Source: an optimization exercise on an open RTL-to-GDS flow (aim: small area). Production flows keep margins and buffers that such runs may drop.
Function was checked by simulation only, so behaviour that the tests miss may differ from the original.
Power is estimated from default activity; no workload was simulated.

## design/flow/design.v

```verilog
`timescale 1ns/100ps
package isa_pkg;
   typedef struct packed {
      logic [3:0] op;
      logic [3:0] f_s;   
      logic [3:0] f_a;
      logic [3:0] f_b;
   } instr_t;
   localparam logic [3:0] OP_JZ    = 4'b1000;
   localparam logic [3:0] OP_JNZ   = 4'b1001;
   localparam logic [3:0] OP_LOADI = 4'b1010;
   localparam logic [3:0] OP_STOP  = 4'b1111;
endpackage
`timescale 1ns/100ps
package core_pkg;
   typedef logic [31:0] word_t;
   typedef logic [7:0]  pc_t;
endpackage
`timescale 1ns/100ps
module instr_decoder (
   input  logic [15:0] code,
   input  logic        rst_n,
   output logic [15:0] sel_a,      
   output logic [15:0] sel_b,      
   output logic [15:0] wr_sel,     
   output logic        write_en,
   output logic        imm_en,
   output logic        jz,
   output logic        jnz,
   output logic        stop
);
   logic [3:0] op;
   assign op = code[15:12];
   assign imm_en   = op == isa_pkg::OP_LOADI;
   assign write_en = (~op[3] & ~(op[2] & op[1])) | imm_en;
   assign jz       = op == isa_pkg::OP_JZ;
   assign jnz      = op == isa_pkg::OP_JNZ;
   assign stop     = op == isa_pkg::OP_STOP;
   for (genvar r = 0; r < 16; r++) begin : g_dec
      assign sel_a[r]  = code[7:4]  == 4'(r);
      assign sel_b[r]  = code[3:0]  == 4'(r);
      assign wr_sel[r] = (code[11:8] == 4'(r)) & write_en & rst_n;
   end
endmodule
`timescale 1ns/100ps
module pc_unit (
   input  logic       clk,
   input  logic       rst_n,
   input  logic       jz,
   input  logic       jnz,
   input  logic       stop,
   input  logic [7:0] target,
   input  logic [7:0] a_low,
   output logic [7:0] pc,
   output logic [7:0] next_pc,
   output logic       branch_en
);
   logic a_zero;
   assign a_zero    = a_low == 8'd0;
   assign branch_en = (jz & a_zero) | (jnz & ~a_zero);
   always_comb begin
      if (!rst_n)
         next_pc = 8'd0;
      else if (stop)
         next_pc = pc;
      else if (branch_en)
         next_pc = target;
      else
         next_pc = pc + 8'd1;
   end
   always_ff @(posedge clk)
      pc <= next_pc;
endmodule
`timescale 1ns/100ps
module reg_file (
   input  logic        clk,
   input  logic [15:0] sel_a,
   input  logic [15:0] sel_b,
   input  logic [15:0] wr_sel,
   input  logic [31:0] wdata,
   output logic [31:0] a,
   output logic [31:0] b
);
   logic [15:0][31:0] regs;
   for (genvar r = 0; r < 16; r++) begin : g_reg
      always_ff @(posedge clk)
         if (wr_sel[r])
            regs[r] <= wdata;
   end
   function automatic logic pick(input logic [15:0] t);
      logic [5:0] grp;
      logic       y;
      for (int k = 0; k < 5; k++)
         grp[k] = t[3 * k] | t[3 * k + 1] | t[3 * k + 2];
      grp[5] = t[15];
      y = (grp[0] | grp[1] | grp[2]) | (grp[3] | grp[4] | grp[5]);
      pick = y;
   endfunction
   always_comb
      for (int i = 0; i < 32; i++) begin
         logic [15:0] ta, tb;
         for (int r = 0; r < 16; r++) begin
            ta[r] = regs[r][i] & sel_a[r];
            tb[r] = regs[r][i] & sel_b[r];
         end
         a[i] = pick(ta);
         b[i] = pick(tb);
      end
endmodule
`timescale 1ns/100ps
module barrel_shifter (
   input  logic [31:0] a,
   input  logic [4:0]  shamt,
   output logic [31:0] y
);
   logic [31:0] s1, s2;
   always_comb begin
      s1 = '0;
      s2 = '0;
      for (int k = 0; k < 4; k++)
         s1 = s1 | ((a >> k) & {32{shamt[1:0] == 2'(k)}});
      for (int k = 0; k < 4; k++)
         s2 = s2 | ((s1 >> (4 * k)) & {32{shamt[3:2] == 2'(k)}});
      y = shamt[4] ? s2 >> 16 : s2;
   end
endmodule
`timescale 1ns/100ps
module exec_unit (
   input  logic [3:0]  op,
   input  logic [7:0]  imm,
   input  logic [31:0] a,
   input  logic [31:0] b,
   output logic [31:0] result
);
   logic [31:0] b_in, p, g, gc, pc, sum, sh_in, sh;
   logic        cin;
   assign cin  = op[0];
   assign b_in = b ^ {32{op[0]}};
   assign p    = a ^ b_in;
   assign g    = a & b_in;
   always_comb begin
      gc    = g;
      pc    = p;
      gc[0] = g[0] | (p[0] & cin);
      for (int d = 1; d < 32; d = d * 2)
         for (int i = 2 * d - 1; i < 32; i = i + 2 * d) begin
            gc[i] = gc[i] | (pc[i] & gc[i - d]);
            pc[i] = pc[i] & pc[i - d];
         end
      for (int d = 8; d >= 1; d = d / 2)
         for (int i = 3 * d - 1; i < 32; i = i + 2 * d) begin
            gc[i] = gc[i] | (pc[i] & gc[i - d]);
            pc[i] = pc[i] & pc[i - d];
         end
   end
   assign sum = p ^ {gc[30:0], cin};
   always_comb
      for (int i = 0; i < 32; i++)
         sh_in[i] = op[0] ? a[i] : a[31 - i];
   barrel_shifter u_shifter (.a(sh_in), .shamt(b[4:0]), .y(sh));
   logic sel_sll, sel_srl, sel_sum, sel_and, sel_xnor, sel_imm;
   assign sel_imm  = op[3];
   assign sel_sll  = ~op[3] & ~op[2] & ~op[1] & ~op[0];
   assign sel_srl  = ~op[3] & ~op[2] & ~op[1] &  op[0];
   assign sel_sum  = ~op[3] & ~op[2] &  op[1];
   assign sel_and  = ~op[3] &  op[2] & ~op[0];
   assign sel_xnor = ~op[3] &  op[2] &  op[0];
   always_comb
      for (int i = 0; i < 32; i++)
         result[i] = (sel_sum & sum[i]) |
                     (((sel_sll  & sh[31 - i]) |
                       (sel_srl  & sh[i])      |
                       (sel_and  & g[i]))      |
                      ((sel_xnor & p[i])       |
                       (sel_imm  & (i < 8 ? imm[i % 8] : 1'b0))));
endmodule
`timescale 1ns/100ps
module cpu_top (
   input  logic                 clk,
   input  logic                 rst_n,
   input  isa_pkg::instr_t      code,
   output core_pkg::pc_t        pc,
   output core_pkg::pc_t        next_pc,
   output core_pkg::word_t      result,
   output logic                 write_en,
   output logic                 imm_en,
   output logic                 branch_en
);
   logic [15:0] sel_a, sel_b, wr_sel;
   logic        jz, jnz, stop;
   logic [31:0] a, b;
   instr_decoder u_decoder (
      .code     (code),
      .rst_n    (rst_n),
      .sel_a    (sel_a),
      .sel_b    (sel_b),
      .wr_sel   (wr_sel),
      .write_en (write_en),
      .imm_en   (imm_en),
      .jz       (jz),
      .jnz      (jnz),
      .stop     (stop)
   );
   reg_file u_regs (
      .clk    (clk),
      .sel_a  (sel_a),
      .sel_b  (sel_b),
      .wr_sel (wr_sel),
      .wdata  (result),
      .a      (a),
      .b      (b)
   );
   exec_unit u_exec (
      .op     (code.op),
      .imm    ({code.f_a, code.f_b}),
      .a      (a),
      .b      (b),
      .result (result)
   );
   pc_unit u_pc (
      .clk       (clk),
      .rst_n     (rst_n),
      .jz        (jz),
      .jnz       (jnz),
      .stop      (stop),
      .target    ({code.f_s, code.f_b}),
      .a_low     (a[7:0]),
      .pc        (pc),
      .next_pc   (next_pc),
      .branch_en (branch_en)
   );
endmodule
```

## design/flow/flow/run.sh

```bash
#!/bin/bash
# Standard ORFS layout with these changes: the ABC mapping script used by
# synthesis is flow/abc.script (area-oriented &nf mapping with choices),
# the port buffers are the smallest buffer cell, and after global routing
# the resizer downsizes gates off the critical paths (RECOVER_POWER), except
# the drivers of high-fanout nets (flow/pre_grt.tcl).
set -euo pipefail
W=$PWD
{
  echo "proc abc {args} {"
  echo "  set i [lsearch -exact \$args -script]"
  echo "  if {\$i >= 0} { lset args [expr {\$i + 1}] $W/flow/abc.script }"
  echo "  yosys abc {*}\$args"
  echo "}"
  cat synth_recipe.tcl
} > my_synth.tcl
bash standard.sh SYNTH_SCRIPT=$W/my_synth.tcl synth > synth.log 2>&1
bash standard.sh SYNTH_SCRIPT=$W/my_synth.tcl \
  "BUFFER_PORTS_ARGS=-buffer_cell sky130_fd_sc_hd__buf_1" \
  RECOVER_POWER=100 PRE_GLOBAL_ROUTE_TCL=$W/flow/pre_grt.tcl > layout.log 2>&1
```

## design/flow/flow/abc.script

```
strash
&get -n
&dch -f
&nf -R 1000
&put
topo
stime -c
buffer -c
upsize -c
dnsize -c
```

## design/flow/flow/pre_grt.tcl

```tcl
# Power recovery at the end of global routing, but kept away from the
# drivers of high-fanout nets (register enables, selects, the result bus):
# shrinking those only breaks slew limits that repair then restores.
proc recover_power_helper { } {
  set kept {}
  foreach net [[ord::get_db_block] getNets] {
    if {[$net getSigType] != "SIGNAL"} continue
    set sinks 0
    set drv ""
    foreach it [$net getITerms] {
      if {[$it isOutputSignal]} {
        set drv [$it getInst]
      } elseif {[$it isInputSignal]} {
        incr sinks
      }
    }
    if {$drv != "" && $sinks >= 6} { lappend kept [$drv getName] }
  }
  puts "power recovery skips [llength $kept] high-fanout drivers"
  foreach name $kept { set_dont_touch [get_cells $name] }
  log_cmd repair_timing -verbose -recover_power 100
  foreach name $kept { unset_dont_touch [get_cells $name] }
  report_check_types -max_slew -max_capacitance -violators
}
```

## design/flow/standard.sh

```bash
#!/bin/bash
# synth_recipe.tcl (not shown) runs the flow's synth.tcl, then flattens the netlist and writes it again
# the make line also repeats each setting of config.mk as NAME=value (left out here)
make -C /OpenROAD-flow-scripts/flow DESIGN_CONFIG=/design/flow/config.mk WORK_HOME=/design/flow/orfs CLKGATE_MAP_FILE= SYNTH_SCRIPT=/design/flow/synth_recipe.tcl "${@:-finish}"
```

## design/flow/config.mk

```make
export PLATFORM = sky130hd
export DESIGN_NAME = cpu_top
export DESIGN_NICKNAME = cpu_top
export VERILOG_FILES = /design/flow/design.v
export SDC_FILE = /design/flow/constraint.sdc
export NUM_CORES = 4
export LEC_CHECK = 0
export CAP_MARGIN = 20
export CORE_MARGIN = 2
export CORE_UTILIZATION = 55
export CTS_BUF_LIST = sky130_fd_sc_hd__clkbuf_16
export CTS_CLUSTER_DIAMETER = 80
export CTS_CLUSTER_SIZE = 30
export PLACE_DENSITY = 0.65
export SLEW_MARGIN = 20
```

## design/flow/constraint.sdc

```tcl
create_clock -name core_clock -period 12.0 [get_ports {clk}]
set_input_delay 2.4000 -clock core_clock [delete_from_list [all_inputs] [get_ports {clk}]]
set_output_delay 2.4000 -clock core_clock [all_outputs]
set_load 0.01 [all_outputs]
```

==> results.txt, run 1 <==
status finished clean; Antenna Nets Post-Route 0; GRT Overall Usage 0.3993; hold depth 2; fmax around 87 MHz; Die Width roughly 220 um; Core Box Area 44410 um^2; Port Buf Inserts between 60 and 70; cell row count a little under 80; placed instance area about 26000 um^2; post-DP HPWL roughly 60000 um; IO Pins around 70; setup violators final 0; clk root buf clkbuf_16; die area 46890 um^2; vias in the first global route around 20000; CP Data Required Time about 9600 ps; worst path bufs/invs 4; reg2reg setup slack around 5300 ps; Mapped Cells 1863; initial core utilization 0.5594; Synth Cell Area around 25000 um^2; Crit. End Element output pin; DRT Pass-1 Iters 10; largest net degree at the start of global routing 56; Period minus WS final about 12000 ps; setup TNS 0 ps; CP dominant cell by count a31oi_1; fin crit share 0.9622; top cells by area, synth edfxtp_1 (62%), a222oi_1 (13%), o22ai_1 (2.6%); share of the synthesized area in the top cell type 0.6188; critical path fanouts, max 15; WHS around 640 ps; WHS Endpoint u_pc.pc[6]$_DFF_P_; Worst R2R Start u_regs.regs[1]$_DFFE_PP_; H-tree lvl count 1; Clock Pin Slew Worst Setup and Hold Paths between 100 and 150 ps; global-route wire length before repair between 100000 and 150000 um; endpoints failing hold 0; routed vias 20570; number of synthesized register bits 520; worst-skew pair later-pin latency between 600 and 700 ps; ant diodes 0; kind of start point of the critical path input port; power per cell area 150.5 nW/um^2; DR WL/cell roughly 38 um; worst min path class flop to flop; fill count 3423; Post-Syn Nets about 1900; Primary FF master, synth edfxtp_1; DRC viols 0; drt initial violations around 5500; initial antenna violation count 0; P_leak between 8 and 9 nW; Setup CP Type input port to output pin; hold_sp u_pc.pc[6]$_DFF_P_; FF-to-FF path depth 26; TritonCTS buffer count 27; Die Y around 220 um; area added between synthesis and finish 9.729%; Final GP Congestion around 1.0; Post-Route WL roughly 95000 um; Worst Max-Slew Pin Slew about 1200 ps; layout cells sized above 1 0.1153; Yosys warnings 4; clk_skew roughly 37 ps; post-route cell area ~27000 um^2; Cell variety after synth between 50 and 60; TritonCTS clock tree done; number of synthesized flops with an enable pin 512; clock sinks 520; maxcap violations 0; RSZ-0062 raised after global routing false; Worst EP arrival approximately 9000 ps; Seq/Total Area, Yosys 0.6252; CP delay by family, top compound AO/OA/AOI/OAI gates; FF-to-FF End u_regs.regs[446]$_DFFE_PP_; worst IR drop on VDD 0.0001508 V; nets just under 2000; CP max stage delay approximately 440 ps; Final WS setup around 450 ps; fraction of registers with async set/reset 0; cell accounting for the most synthesized area edfxtp_1; Slew Viols, Final 0; CP max stage cell fa_1; maximum root-to-sink buffer count 3; pre-CTS setup slack around 410 ps; Max transition margin 0.1987; Via density ~8; Avg Synthesized Cell Area 13.34 um^2; grt ovf 0
flip-flops by register name, summed over array words and instances (netlist names):
name         flops
u_regs.regs    512
u_pc.pc          8
power by group:
part	total [mW]	switching (mW)	internal, mW
clock network	1.12	0.651	0.474
logic	0.874	0.610	0.264
registers	2.10	0.0105	2.09
total	4.10	1.27	2.83
what timing repair did:
item | in CTS | in global routing
hold buffers | 0 | 0
endpoints found under the setup margin | 0 | 2
resized for setup | 0 | 10
setup buffers | 0 | 1
cell families after synthesis:
logic type | Yosys count | synth area share
fa+ha+maj | 49 | 0.02951
buf+inv | 185 | 0.03001
flops | 520 | 0.6252
xor+xnor | 53 | 0.01868
compound gates | 672 | 0.2251
mux | 9 | 0.003626
simple gates | 375 | 0.06783
worst max-delay path by stage:
stage | start | to | cells after the start
CTS | code[2] | result[30] | 29
global route | code[2] | result[30] | 29
finish | code[4] | result[30] | 29
detailed placement | code[2] | result[30] | 29
global placement | code[2] | result[30] | 29
floorplan | code[12] | result[30] | 28
synth_stat cells (2+ instances only):
| master | n |
|---|---|
| a22oi_1 | 6 |
| o32ai_1 | 5 |
| nor2_1 | 94 |
| dfxtp_1 | 8 |
| nor3b_1 | 2 |
| xnor2_1 | 42 |
| nor3_1 | 21 |
| and2_1 | 6 |
| a21oi_1 | 36 |
| o22a_1 | 6 |
| o22ai_1 | 102 |
| a211oi_2 | 12 |
| o21a_1 | 5 |
| ha_1 | 33 |
| o21ai_1 | 29 |
| inv_1 | 24 |
| buf_2 | 21 |
| a222oi_1 | 335 |
| a21o_1 | 7 |
| or2_2 | 2 |
| o211ai_1 | 4 |
| fa_1 | 16 |
| nand4_1 | 20 |
| edfxtp_1 | 512 |
| a21oi_2 | 3 |
| nor4_1 | 6 |
| clkbuf_1 | 124 |
| buf_1 | 8 |
| o21ai_0 | 43 |
| a31oi_1 | 14 |
| buf_4 | 6 |
| a211oi_1 | 32 |
| xor2_1 | 11 |
| o221ai_1 | 10 |
| and3_1 | 7 |
| a211o_1 | 5 |
| o21bai_1 | 2 |
| nand2_1 | 139 |
| mux2i_1 | 9 |
| nand2b_1 | 15 |
| a221oi_1 | 11 |
| or3_1 | 2 |
| nand3b_1 | 2 |
| nand3_1 | 54 |
worst register-to-register path, delay by kind of cell, from the launching register on:
family,cells,cell delay (ps)
compound gates,15,3760
xor+xnor,1,200
fa+ha+maj,2,860
buf+inv,3,520
flops,1,440
simple gates,5,700
per-stage QoR:
stage	cells	power [mW]	utilization
6_report	2518	4.103	0.6139
5_1_grt	2518	4.222	0.6139
4_1_cts	2517	4.075	0.6146
3_5_place_dp	2472	2.991	0.5930
3_3_place_gp	2472	2.978	0.5930
2_1_floorplan	1863	2.667	-
routing by layer:
metal,up-vias,wire length (um),GRT usage
met3,358,15070,0.1085
met2,1948,40870,0.5854
met5,-,0,0
li1,8186,-,-
met4,0,5878,0.2139
met1,10070,33370,0.5459
area by class of cell:
class | count | area [um^2] | area share
clock buffer | 27 | 675.6 | 0.02478
clock inverter | 18 | 284.0 | 0.01042
inverter | 26 | 100.1 | 0.003671
multi-input combinational | 1158 | 8850 | 0.3246
sequential | 520 | 15530 | 0.5698
tap | 592 | 740.7 | 0.02717
timing repair buffer | 177 | 1079 | 0.03956
layout by cell type (no fill, tap or decap), types with 6 or more instances in the layout:
master and n:
a211oi_1 32, a211oi_2 9, a21o_1 7, a21oi_1 37, a221oi_1 11, a222oi_1 335
a22oi_1 6, a31oi_1 14, and3_1 7, buf_1 63, buf_4 108, clkbuf_16 27
dfxtp_1 8, edfxtp_1 512, fa_1 16, ha_1 33, inv_1 25, mux2i_1 9
nand2_1 139, nand2b_1 12, nand3_1 54, nand4_1 20, nor2_1 71, nor2_4 23
nor3_1 7, nor3_2 14, o21ai_0 62, o21ai_1 9, o221ai_1 10, o22a_1 6
o22ai_1 102, xnor2_1 42, xor2_1 11
==> inputs of run 2 (changes only) <==
==> design/flow/flow/abc.script (replaced) <==
strash
&get -n
&dch -f
&nf -R 1000
&put
topo
stime -c
upsize -c
dnsize -c
==> results.txt, run 2 <==
status finished clean; share of the synthesized area in the top cell type 0.6368 (+0.01802); Post-Route WL 94430 um (-0.80%); CP max stage delay 560 ps (+120 ps); Worst R2R Start u_regs.regs[0]$_DFFE_PP_; Post-Syn Nets 1771 (-8.2%); Avg Synthesized Cell Area 14.17 um^2 (+6.2%); number of synthesized register bits 520 (unchanged); P_leak 8.805 nW (about the same); RSZ-0062 raised after global routing false; cell accounting for the most synthesized area edfxtp_1; count leader, synth edfxtp_1; Die Width 213.5 um (-1.4%); Final GP Congestion 1.011 (-1.8%); Max transition margin 0.2593 (+0.06056); FF-to-FF End u_regs.regs[287]$_DFFE_PP_; Worst EP arrival 9240 ps (+90 ps); Placed Cells 2490 (+0.73%); worst-skew pair later-pin latency 640 ps (about the same); post-DP HPWL 60450 um (+1.2%); number of synthesized flops with an enable pin 512 (unchanged); Port Buf Inserts 68 (unchanged); placed instance area 26480 um^2 (+0.54%); setup TNS 0 ps (unchanged); Mapped Cells 1704 (-8.5%); Period minus WS final 11640 ps (+98.00 ps); largest net degree at the start of global routing 50 (-11%); maximum root-to-sink buffer count 3 (unchanged); hold_sp u_pc.pc[3]$_DFF_P_; CP max stage cell a222oi_1; initial antenna violation count 4 (+4); global-route wire length before repair 132200 um (-1.9%); Final WS setup 356.1 ps (-98.00 ps); clock sinks 520 (unchanged); Clock Pin Slew Worst Setup and Hold Paths 90 ps (-20 ps); reg2reg setup slack 5430 ps (+140 ps); commonest non-fill, non-tap cells in the layout edfxtp_1 (512), a222oi_1 (335), nand2_1 (139); Largest regs u_regs.regs x512, u_pc.pc x8; Worst Max-Slew Pin Slew 1111 ps (-78.28 ps); area added between synthesis and finish 13.43%; worst IR drop on VDD 0.0001610 V (+6.7%); clk_skew 37.65 ps (+0.8855 ps); fraction of registers with async set/reset 0 (unchanged); H-tree lvl count 1 (unchanged); layout cells sized above 1 0.1219 (+0.006661); DRC viols 0 (unchanged); final core occ 0.6343 (+0.02048); Via density 8.093 (-0.90%); fmax 85.88 MHz (-0.84%); GRT Overall Usage 0.4096 (+0.01028); endpoints failing hold 0 (unchanged); Primary FF master, synth edfxtp_1; Core Box Area 43170 um^2 (-2.8%); pre-CTS setup slack 141.0 ps (-266.6 ps); Biggest register u_regs.regs; WHS Endpoint u_pc.pc[3]$_DFF_P_; die area 45590 um^2 (-2.8%); TritonCTS buffer count 27 (unchanged); DR WL/cell 37.19 um (-1.6%); Seq/Total Area, Yosys 0.6434 (+0.01821); grt ovf 0 (unchanged); clk root buf clkbuf_16; Cell variety after synth 49 (-13%); post-route cell area 27390 um^2 (+0.45%); critical path launch point code[5]; power per cell area 148.7 nW/um^2 (-1.2%); TritonCTS clock tree done; routed vias 20550 (-0.078%); number of flip-flops in the largest register 512 (unchanged); maxcap violations 0 (unchanged); Setup CP Type input port to output pin; IO Pins 69 (unchanged); vias in the first global route 19360 (-1.5%); Slew Viols, Final 0 (unchanged); worst min path class flop to flop; Synth Cell Area 24140 um^2 (-2.8%); Antenna Nets Post-Route 0 (unchanged); Finished Layout Cells 2539 (+0.83%); Yosys warnings 4 (unchanged); FF-to-FF path depth 25 (-3.8%); DRT Pass-1 Iters 17 (+7); setup violators final 0 (unchanged); kind of start point of the critical path input port; Crit. End Element output pin; critical path fanouts, max 8 (-7); fin crit share 0.9703 (+0.008167); Hold Buf Count CTS 0 (unchanged); top cells by count, synth edfxtp_1 (512), a222oi_1 (335), nand2_1 (139); CP Data Required Time 9600 ps (about the same); drt initial violations 5894 (+6.8%); top cells by area, synth edfxtp_1 (64%), a222oi_1 (14%), o22ai_1 (2.6%); nets 2002 (+1.3%); hold depth 2 (unchanged); cell row count 76 (-1.3%); Die Y 213.5 um (-1.4%); initial core utilization 0.5592 (about the same); leading cell type in the layout, fill and taps excluded edfxtp_1
-- run 2: cells by family (layout without fill, tap and decap cells) --
kind of cell | after synthesis | after routing | share of synthesized area
compound gates | 672 | 672 | 0.2290
flops | 520 | 520 | 0.6434
xor+xnor | 53 | 53 | 0.01923
mux | 9 | 9 | 0.003731
fa+ha+maj | 49 | 49 | 0.03037
buf+inv | 26 | 274 | 0.004042
simple gates | 375 | 375 | 0.07022
other cells | 0 | 2 | 0
-- run 2: layout make-up --
type,instances,area (um^2)
flip-flops and latches,520,15530
fillers,3274,15790
inverters,26,97.59
repair buffers,202,1294
clock buffers,27,675.6
diodes,2,5.005
multi-input cells,1158,8820
well taps,585,732.0
clock inverters,19,226.5
-- run 2: where the power goes --
part	leakage (nW)	switching [mW]	internal, mW
logic	3.60	0.612	0.269
registers	4.75	0.0104	2.09
clock network	0.453	0.626	0.463
total	8.81	1.25	2.83
-- run 2: worst max-delay path by stage --
stage / to / cells after the start
3_5_place_dp: result[30] / 29
5_1_grt: result[30] / 30
4_1_cts: result[30] / 29
3_3_place_gp: result[30] / 29
2_1_floorplan: result[29] / 24
6_report: result[31] / 29
-- run 2: layer usage --
metal | vias up | share of wire | global-route usage
met1 | 9933 | 0.35 | 0.5566
met4 | 2 | 0.050 | 0.1772
li1 | 8247 | - | -
met2 | 2033 | 0.42 | 0.6012
met5 | - | 0.00013 | 0
met3 | 334 | 0.18 | 0.1425
-- run 2: what timing repair did --
item,CTS,global route
endpoints found under the hold margin,0,0
resized for setup,0,16
buffers inserted,0,0
setup endpoints to repair,0,4
-- run 2: worst max-delay path, delay by kind of cell --
family	cells	cell delay, ps
AOI/OAI and AO/OA	13	3730
xor gates and xnor gates	1	140
adders and majority gates	2	780
buffers and inverters	6	1160
and+or+nand+nor	7	1020
-- run 2: through the flow --
| stage | power [mW] | hold WS [ps] |
|---|---|---|
| 4_1_cts | 4.041 | 619.5 |
| 3_3_place_gp | 2.978 | 580.9 |
| 6_report | 4.073 | 631.0 |
| 5_1_grt | 4.191 | 666.7 |
| 2_1_floorplan | 2.639 | 628.7 |
| 3_5_place_dp | 2.988 | 602.9 |
==> inputs of run 3 (changes only) <==
==> design/flow/flow/abc.script (replaced) <==
strash
&get -n
&dch -f
&nf -R 1000
&put
topo
stime -c
buffer -c
upsize -c
dnsize -c
--- a/design/flow/config.mk
+++ b/design/flow/config.mk
@@ -9,3 +9,3 @@
 export CORE_MARGIN = 2
-export CORE_UTILIZATION = 55
+export CORE_UTILIZATION = 62
 export CTS_BUF_LIST = sky130_fd_sc_hd__clkbuf_16
@@ -13,3 +13,3 @@
 export CTS_CLUSTER_SIZE = 30
-export PLACE_DENSITY = 0.65
+export PLACE_DENSITY = 0.7
 export SLEW_MARGIN = 20
==> results.txt, run 3 <==
die area 41690 um^2 (-8.5%); H-tree lvl count 1 (unchanged); drt initial violations 6288 (+6.7%); Avg Synthesized Cell Area 13.34 um^2 (-5.9%); commonest non-fill, non-tap cells in the layout edfxtp_1 (512), a222oi_1 (335), nand2_1 (139); Clock Pin Slew Worst Setup and Hold Paths 80 ps (about the same); routed vias 20650 (+0.47%); critical path fanouts, max 25 (+17); Post-Route WL 90770 um (-3.9%); Slew Viols, Final 0 (unchanged); Port Buf Inserts 68 (unchanged); number of synthesized flops with an enable pin 512 (unchanged); RSZ-0062 raised after global routing false; count leader, synth edfxtp_1; placed instance area 26260 um^2 (-0.83%); number of synthesized register bits 520 (unchanged); fraction of registers with async set/reset 0 (unchanged); pre-CTS setup slack 375.6 ps (+234.6 ps); layout cells sized above 1 0.1138 (-0.008160); Clock power frac 0.264 (-0.003); Via density 8.427 (+4.1%); worst-skew pair later-pin latency 630 ps (about the same); status finished clean; Final GP Congestion 1.063 (+5.2%); Cell variety after synth 56 (+14%); WHS 626.6 ps (-4.416 ps); post-DP HPWL 58120 um (-3.9%); Yosys warnings 4 (unchanged); Die Width 204.2 um (-4.4%); clk root buf clkbuf_16; Setup CP Type input port to output pin; clk_skew 25.99 ps (-11.66 ps); top cells by area, synth edfxtp_1 (62%), a222oi_1 (13%), o22ai_1 (2.6%); maximum root-to-sink buffer count 3 (unchanged); kind of start point of the critical path input port; Setup Fix Bufs, Post-CTS 0 (unchanged); largest net degree at the start of global routing 54 (+8.0%); post-route cell area 27120 um^2 (-0.98%); maxcap violations 0 (unchanged); Die Y 204.2 um (-4.4%); Crit. End Element output pin; DRT Pass-1 Iters 14 (-3); fmax 85.24 MHz (-0.75%); cell accounting for the most synthesized area edfxtp_1; worst IR drop on VDD 0.0001630 V (+1.3%); Worst EP arrival 9330 ps (+90 ps); Pint 2.805 mW (-0.73%); fin crit share 0.9777 (+0.007334); CP Data Required Time 9600 ps (about the same); Max transition margin 0.1485 (-0.1108); initial core utilization 0.6268 (+0.06755); setup TNS 0 ps (unchanged); P_leak 8.766 nW (-0.45%); endpoints failing hold 0 (unchanged); power per cell area 148.6 nW/um^2 (about the same); nets 1975 (-1.3%); top cells by count, synth edfxtp_1 (512), a222oi_1 (335), nand2_1 (139); switching part of the total 0.3040 (-0.002415); final core occ 0.6840 (+0.04972); Seq/Total Area, Yosys 0.6252 (-0.01821); Biggest register u_regs.regs; Final WS setup 268.1 ps (-88.01 ps); Synth Cell Area 24850 um^2 (+2.9%); combinational share of power 0.214 (-0.002); ant diodes 0 (-2); leading cell type in the layout, fill and taps excluded edfxtp_1; share of the synthesized area in the top cell type 0.6188 (-0.01802); global-route wire length before repair 129400 um (-2.1%); vias in the first global route 19600 (+1.2%); P_sw 1.225 mW (-1.9%); Antenna Nets Post-Route 0 (unchanged); Period minus WS final 11730 ps (+88.01 ps); IO Pins 69 (unchanged); sequential share of power 0.522 (+0.006); DR WL/cell 37.05 um (-0.38%); number of flip-flops in the largest register 512 (unchanged); worst min path class flop to flop; Core Box Area 39640 um^2 (-8.2%); Post-Syn Nets 1930 (+9.0%); TritonCTS clock tree done; grt ovf 0 (unchanged); GRT Overall Usage 0.4304 (+0.02082); Worst Max-Slew Pin Slew 1270 ps (+158.5 ps); setup violators final 0 (unchanged); initial antenna violation count 0 (-4); DRC viols 0 (unchanged); clock sinks 520 (unchanged); Mapped Cells 1863 (+9.3%); area added between synthesis and finish 9.135%; Primary FF master, synth edfxtp_1; Largest regs u_regs.regs x512, u_pc.pc x8; TritonCTS buffer count 26 (-3.7%); cell row count 73 (-3.9%)
==> run 3: cell types whose count changed after synthesis, sizes merged <==
cell | previous run | this run
or2b | 2 | 0
clkbuf | 0 | 124
clkinv | 26 | 0
inv | 0 | 26
nand2b | 13 | 15
buf | 0 | 35
==> run 3: logic make-up after synthesis <==
| kind of cell | count (synthesis) | share of synthesized area |
|---|---|---|
| AOI/OAI and AO/OA | 672 | 0.2251 |
| DFF | 520 | 0.6252 |
| and+or+nand+nor | 375 | 0.06783 |
| buffers and inverters | 185 | 0.03001 |
| xor gates and xnor gates | 53 | 0.01868 |
| adders and majority gates | 49 | 0.02951 |
| muxes | 9 | 0.003626 |
==> run 3: worst paths after layout <==
check / slack, ps / end / cells past startpoint / start
setup reg to reg: 5390 / u_regs.regs[62]$_DFFE_PP_ / 26 / u_regs.regs[257]$_DFFE_PP_
hold reg to reg: 630 / u_pc.pc[6]$_DFF_P_ / 2 / u_pc.pc[6]$_DFF_P_
hold / removal: 630 / u_pc.pc[6]$_DFF_P_ / 2 / u_pc.pc[6]$_DFF_P_
setup / recovery: 270 / result[30] / 27 / code[4]
==> run 3: power by group through the flow <==
stage          registers [mW]  logic, mW  clock network (mW)
2_1_floorplan            2.15      0.522                   0
3_3_place_gp             2.14      0.825                   0
3_5_place_dp             2.14      0.834                   0
4_1_cts                  2.10      0.836                1.06
5_1_grt                  2.10      0.916                1.13
6_report                 2.10      0.864                1.06
==> run 3: area by class of cell <==
| type | count | area [um^2] |
|---|---|---|
| multi-input combinational | 1158 | 8864 |
| tap | 525 | 656.9 |
| clock buffer | 26 | 650.6 |
| inverter | 26 | 100.1 |
| sequential | 520 | 15530 |
| fill | 2820 | 12520 |
| timing repair buffer | 176 | 1071 |
| clock inverter | 19 | 239.0 |
==> run 3: metal layers <==
| metal | share of wire | GRT usage | vias up | wire, um |
|---|---|---|---|---|
| li1 | - | - | 8173 | - |
| met1 | 0.34 | 0.5821 | 9890 | 30580 |
| met2 | 0.43 | 0.6409 | 2162 | 39380 |
| met3 | 0.16 | 0.1068 | 421 | 14330 |
| met4 | 0.071 | 0.2453 | 0 | 6477 |
| met5 | 0 | 0 | - | 0 |
==> run 3: through the flow <==
step	cells	power, mW
after floorplan	1863	2.667
after global placement	2405	2.968
after detailed placement	2405	2.978
after CTS	2450	4.003
after global routing	2450	4.147
final	2450	4.030
==> run 3: worst max-delay path, cell delays in order <==
cell and delay, ps:
buf_1 390, nand2b_1 390, nor2_4 170, buf_4 310, a222oi_1 500, nand3_1 130
a211oi_1 720, inv_1 200, ha_1 310, a21o_1 170, a31oi_1 350, o21ai_1 230
nand3_1 130, nand2_1 120, a21o_1 220, nand3_1 80, nand2_1 90, a31oi_1 300
o31a_1 230, o21ai_0 160, a31oi_1 270, o21ai_0 180, fa_1 450, a222oi_1 270
o21a_1 160, o21ai_1 170, buf_1 200
==> run 3: what timing repair did <==
item / CTS / global route
hold buffers: 0 / 0
endpoints found under the hold margin: 0 / 0
resized for setup: 0 / 3
setup endpoints to repair: 0 / 3
==> inputs of run 4 (changes only) <==
--- a/design/flow/config.mk
+++ b/design/flow/config.mk
@@ -10,5 +10,5 @@
 export CORE_UTILIZATION = 62
-export CTS_BUF_LIST = sky130_fd_sc_hd__clkbuf_16
-export CTS_CLUSTER_DIAMETER = 80
-export CTS_CLUSTER_SIZE = 30
+export CTS_BUF_LIST = sky130_fd_sc_hd__clkbuf_8
+export CTS_CLUSTER_DIAMETER = 60
+export CTS_CLUSTER_SIZE = 18
 export PLACE_DENSITY = 0.7
==> results.txt, run 4 <==
Yosys warnings 4 (unchanged); hold depth 2 (unchanged); P_sw 1.183 mW (-3.4%); largest net degree at the start of global routing 54 (unchanged); Met3 Routed Length 14440 um (+0.73%); Primary FF master, synth edfxtp_1; detailed route wirelength on metal2 39070 um (-0.79%); Period minus WS final 11670 ps (-65.79 ps); power per cell area 143.3 nW/um^2 (-3.6%); Clock power frac 0.230 (-0.034); kind of start point of the critical path input port; worst min path class flop to flop; fmax 85.72 MHz (+0.56%); post-DP HPWL 58120 um (unchanged); GRT Overall Usage 0.4299 (-0.0005255); endpoints failing hold 0 (unchanged); worst IR drop on VDD 0.0001774 V (+8.9%); Via density 8.384 (-0.51%); routed vias 20630 (-0.10%); Crit. End Element output pin; drt initial violations 6383 (+1.5%); clk_skew 40.98 ps (+14.99 ps); nets 1987 (+0.61%); uppermost layer routed met4; DRC viols 0 (unchanged); reg2reg setup slack 5370 ps (-20 ps); Slew Viols, Final 0 (unchanged); global-route wire length before repair 128400 um (-0.74%); sequential share of power 0.546 (+0.024); WHS Endpoint u_pc.pc[6]$_DFF_P_; maxcap violations 0 (unchanged); IO Pins 69 (unchanged); Seq/Total Area, Yosys 0.6252 (unchanged); fraction of registers with async set/reset 0 (unchanged); clock sinks 520 (unchanged); Final GP Congestion 1.063 (unchanged); Avg Synthesized Cell Area 13.34 um^2 (unchanged); fin crit share 0.9722 (-0.005483); RSZ-0062 raised after global routing false; Post-Syn Nets 1930 (unchanged); Clock Pin Slew Worst Setup and Hold Paths 90 ps (about the same); worst-skew pair later-pin latency 660 ps (+30 ps); number of synthesized register bits 520 (unchanged); combinational share of power 0.224 (+0.010); ant diodes 0 (unchanged); P_leak 8.666 nW (-1.1%); Antenna Nets Post-Route 0 (unchanged); grt ovf 0 (unchanged); Port Buf Inserts 68 (unchanged); DRT Pass-1 Iters 15 (+1); Biggest register u_regs.regs; TritonCTS buffer count 38 (+46%); count leader, synth edfxtp_1; number of flip-flops in the largest register 512 (unchanged); Die Width 204.2 um (unchanged); met1 WL 30410 um (-0.57%); layout cells sized above 1 0.1183 (+0.004580); number of synthesized flops with an enable pin 512 (unchanged); Tot Pwr 3.851 mW (-4.4%); critical path fanouts, max 25 (unchanged); Cell variety after synth 56 (unchanged); Setup CP Type input port to output pin; Core Box Area 39640 um^2 (unchanged); setup violators final 0 (unchanged); die area 41690 um^2 (unchanged); Mapped Cells 1863 (unchanged); Finished Layout Cells 2460 (+0.41%); setup TNS 0 ps (unchanged); register area 15530 um^2 (unchanged); leading cell type in the layout, fill and taps excluded edfxtp_1; initial core utilization 0.6268 (unchanged); Largest regs u_regs.regs x512, u_pc.pc x8; DR WL/cell 36.75 um (-0.82%); TritonCTS clock tree done; fill count 2873 (+1.9%); Placed Cells 2405 (unchanged); switching part of the total 0.3071 (+0.003141); FF-to-FF End u_regs.regs[126]$_DFFE_PP_; area taken by multi-input logic gates 8864 um^2 (unchanged); share of the synthesized area in the top cell type 0.6188 (unchanged); cell row count 73 (unchanged); hold_sp u_pc.pc[6]$_DFF_P_; maximum root-to-sink buffer count 3 (unchanged); clk root buf clkbuf_8; status finished clean; H-tree lvl count 2 (+1); vias in the first global route 19500 (-0.52%); Synth Cell Area 24850 um^2 (unchanged); Worst Max-Slew Pin Slew 1241 ps (-28.77 ps); Pint 2.668 mW (-4.9%); area added between synthesis and finish 8.183%; Die Y 204.2 um (unchanged); cell accounting for the most synthesized area edfxtp_1; Max transition margin 0.1678 (+0.01930); Worst R2R Start u_regs.regs[257]$_DFFE_PP_; initial antenna violation count 0 (unchanged); FF-to-FF path depth 26 (unchanged); top cells by area, synth edfxtp_1 (62%), a222oi_1 (13%), o22ai_1 (2.6%); Worst EP arrival 9270 ps (-60 ps); commonest non-fill, non-tap cells in the layout edfxtp_1 (512), a222oi_1 (335), nand2_1 (139); Post-Route WL 90390 um (-0.41%); CP Data Required Time 9600 ps (about the same); top cells by count, synth edfxtp_1 (512), a222oi_1 (335), nand2_1 (139)
-- run 4: per-stage QoR --
stage          setup slack (ps)  instance area (um^2)  hold WS, ps  utilization
2_1_floorplan              1014                 24850        631.8            -
3_3_place_gp              506.6                 26260        575.9       0.6624
3_5_place_dp              375.6                 26260        612.9       0.6624
4_1_cts                   345.2                 26910        624.8       0.6789
5_1_grt                   5.493                 26880        669.4       0.6781
6_report                  333.9                 26880        626.2       0.6781
-- run 4: per-layer routing --
layer	up-vias	track usage
met5	-	0
met4	0	0.2490
met3	393	0.1121
met2	2148	0.6341
met1	9893	0.5815
li1	8191	-
-- run 4: critical path, stage by stage --
cell      delay (ps)
buf_1            390
nand2b_1         390
nor2_4           160
buf_4            300
a222oi_1         510
nand3_1          140
a211oi_1         710
inv_1            200
ha_1             310
a21o_1           170
a31oi_1          340
o21ai_1          230
nand3_1          130
nand2_1          110
a21o_1           220
nand3_1           80
nand2_1           80
a31oi_1          290
o31a_1           230
o21ai_0          160
a31oi_1          270
o21ai_0          180
fa_1             450
a222oi_1         270
o21a_1           160
o21ai_1          160
buf_1            200
-- run 4: worst max path at each step --
| stage | startpoint | endpoint | slack, ps | cells after the start |
|---|---|---|---|---|
| floorplan | code[12] | result[30] | 1010 | 28 |
| global placement | code[3] | result[30] | 510 | 30 |
| detailed placement | code[6] | result[30] | 380 | 30 |
| CTS | code[6] | result[30] | 350 | 30 |
| global route | code[2] | result[30] | 5 | 30 |
| finish | code[4] | result[30] | 330 | 27 |
-- run 4: logic make-up after synthesis --
kind of cell	count (synthesis)	share of synthesized area
compound gates	672	0.2251
flops	520	0.6252
simple gates	375	0.06783
buf+inv	185	0.03001
xor+xnor	53	0.01868
fa+ha+maj	49	0.02951
mux	9	0.003626
-- run 4: final cells by class --
class,count,area share
Sequential cell,520,0.5779
Multi-Input combinational cell,1158,0.3297
Timing Repair Buffer,176,0.03985
Tap cell,525,0.02444
Clock buffer,39,0.01997
Clock inverter,16,0.004329
Inverter,26,0.003724
-- run 4: what timing repair did --
| item | in CTS | in global routing |
|---|---|---|
| setup buffers | 0 | 0 |
| hold buffers | 0 | 0 |
| setup endpoints to repair | 0 | 2 |
| hold endpoints to repair | 0 | 0 |
| resized for setup | 0 | 3 |
-- run 4: power by group through the flow --
stage          Clock, mW  Combinational [mW]  Sequential (mW)
6_report           0.884               0.864             2.10
5_1_grt            0.944               0.915             2.10
4_1_cts            0.880               0.836             2.10
3_5_place_dp           0               0.834             2.14
3_3_place_gp           0               0.825             2.14
2_1_floorplan          0               0.522             2.15

## separate check: timing with driven ports
How much do the figures lean on ideal ports? The routed layouts below were timed once more, with nothing changed but the port constraints.
Step 1 (the two cells are an assumption about what drives the block):
set clk [get_ports {clk}]
set_driving_cell -lib_cell sky130_fd_sc_hd__clkbuf_16 $clk
set_driving_cell -lib_cell sky130_fd_sc_hd__buf_2 [delete_from_list [all_inputs] $clk]
Step 2 moves the port delays by t, midway between the first and last clock arrival at a register: inputs arrive t later, outputs are due t later. That takes back most of the time a late clock gives input paths.
Slacks: no drivers / after step 1 / after step 2; pairs: no drivers / after step 1.
run | shift t [ns] | slack for setup (ns) | clock arrival spread, ns | pins driven straight from the clock port
run 1 | 0.686 | 0.454 / 0.431 / 0.431 | 0.036 / 0.037 | 1
run 2 | 0.682 | 0.356 / 0.271 / 0.271 | 0.038 / 0.037 | 1
run 3 | 0.668 | 0.268 / 0.240 / 0.240 | 0.026 / 0.026 | 1
run 4 | 0.694 | 0.334 / 0.305 / 0.305 | 0.041 / 0.041 | 1
After both steps every run listed still meets setup and hold. The setup slack of run 2, which loses most, moves by -0.085 ns with the drivers and by -0.085 ns with both steps.
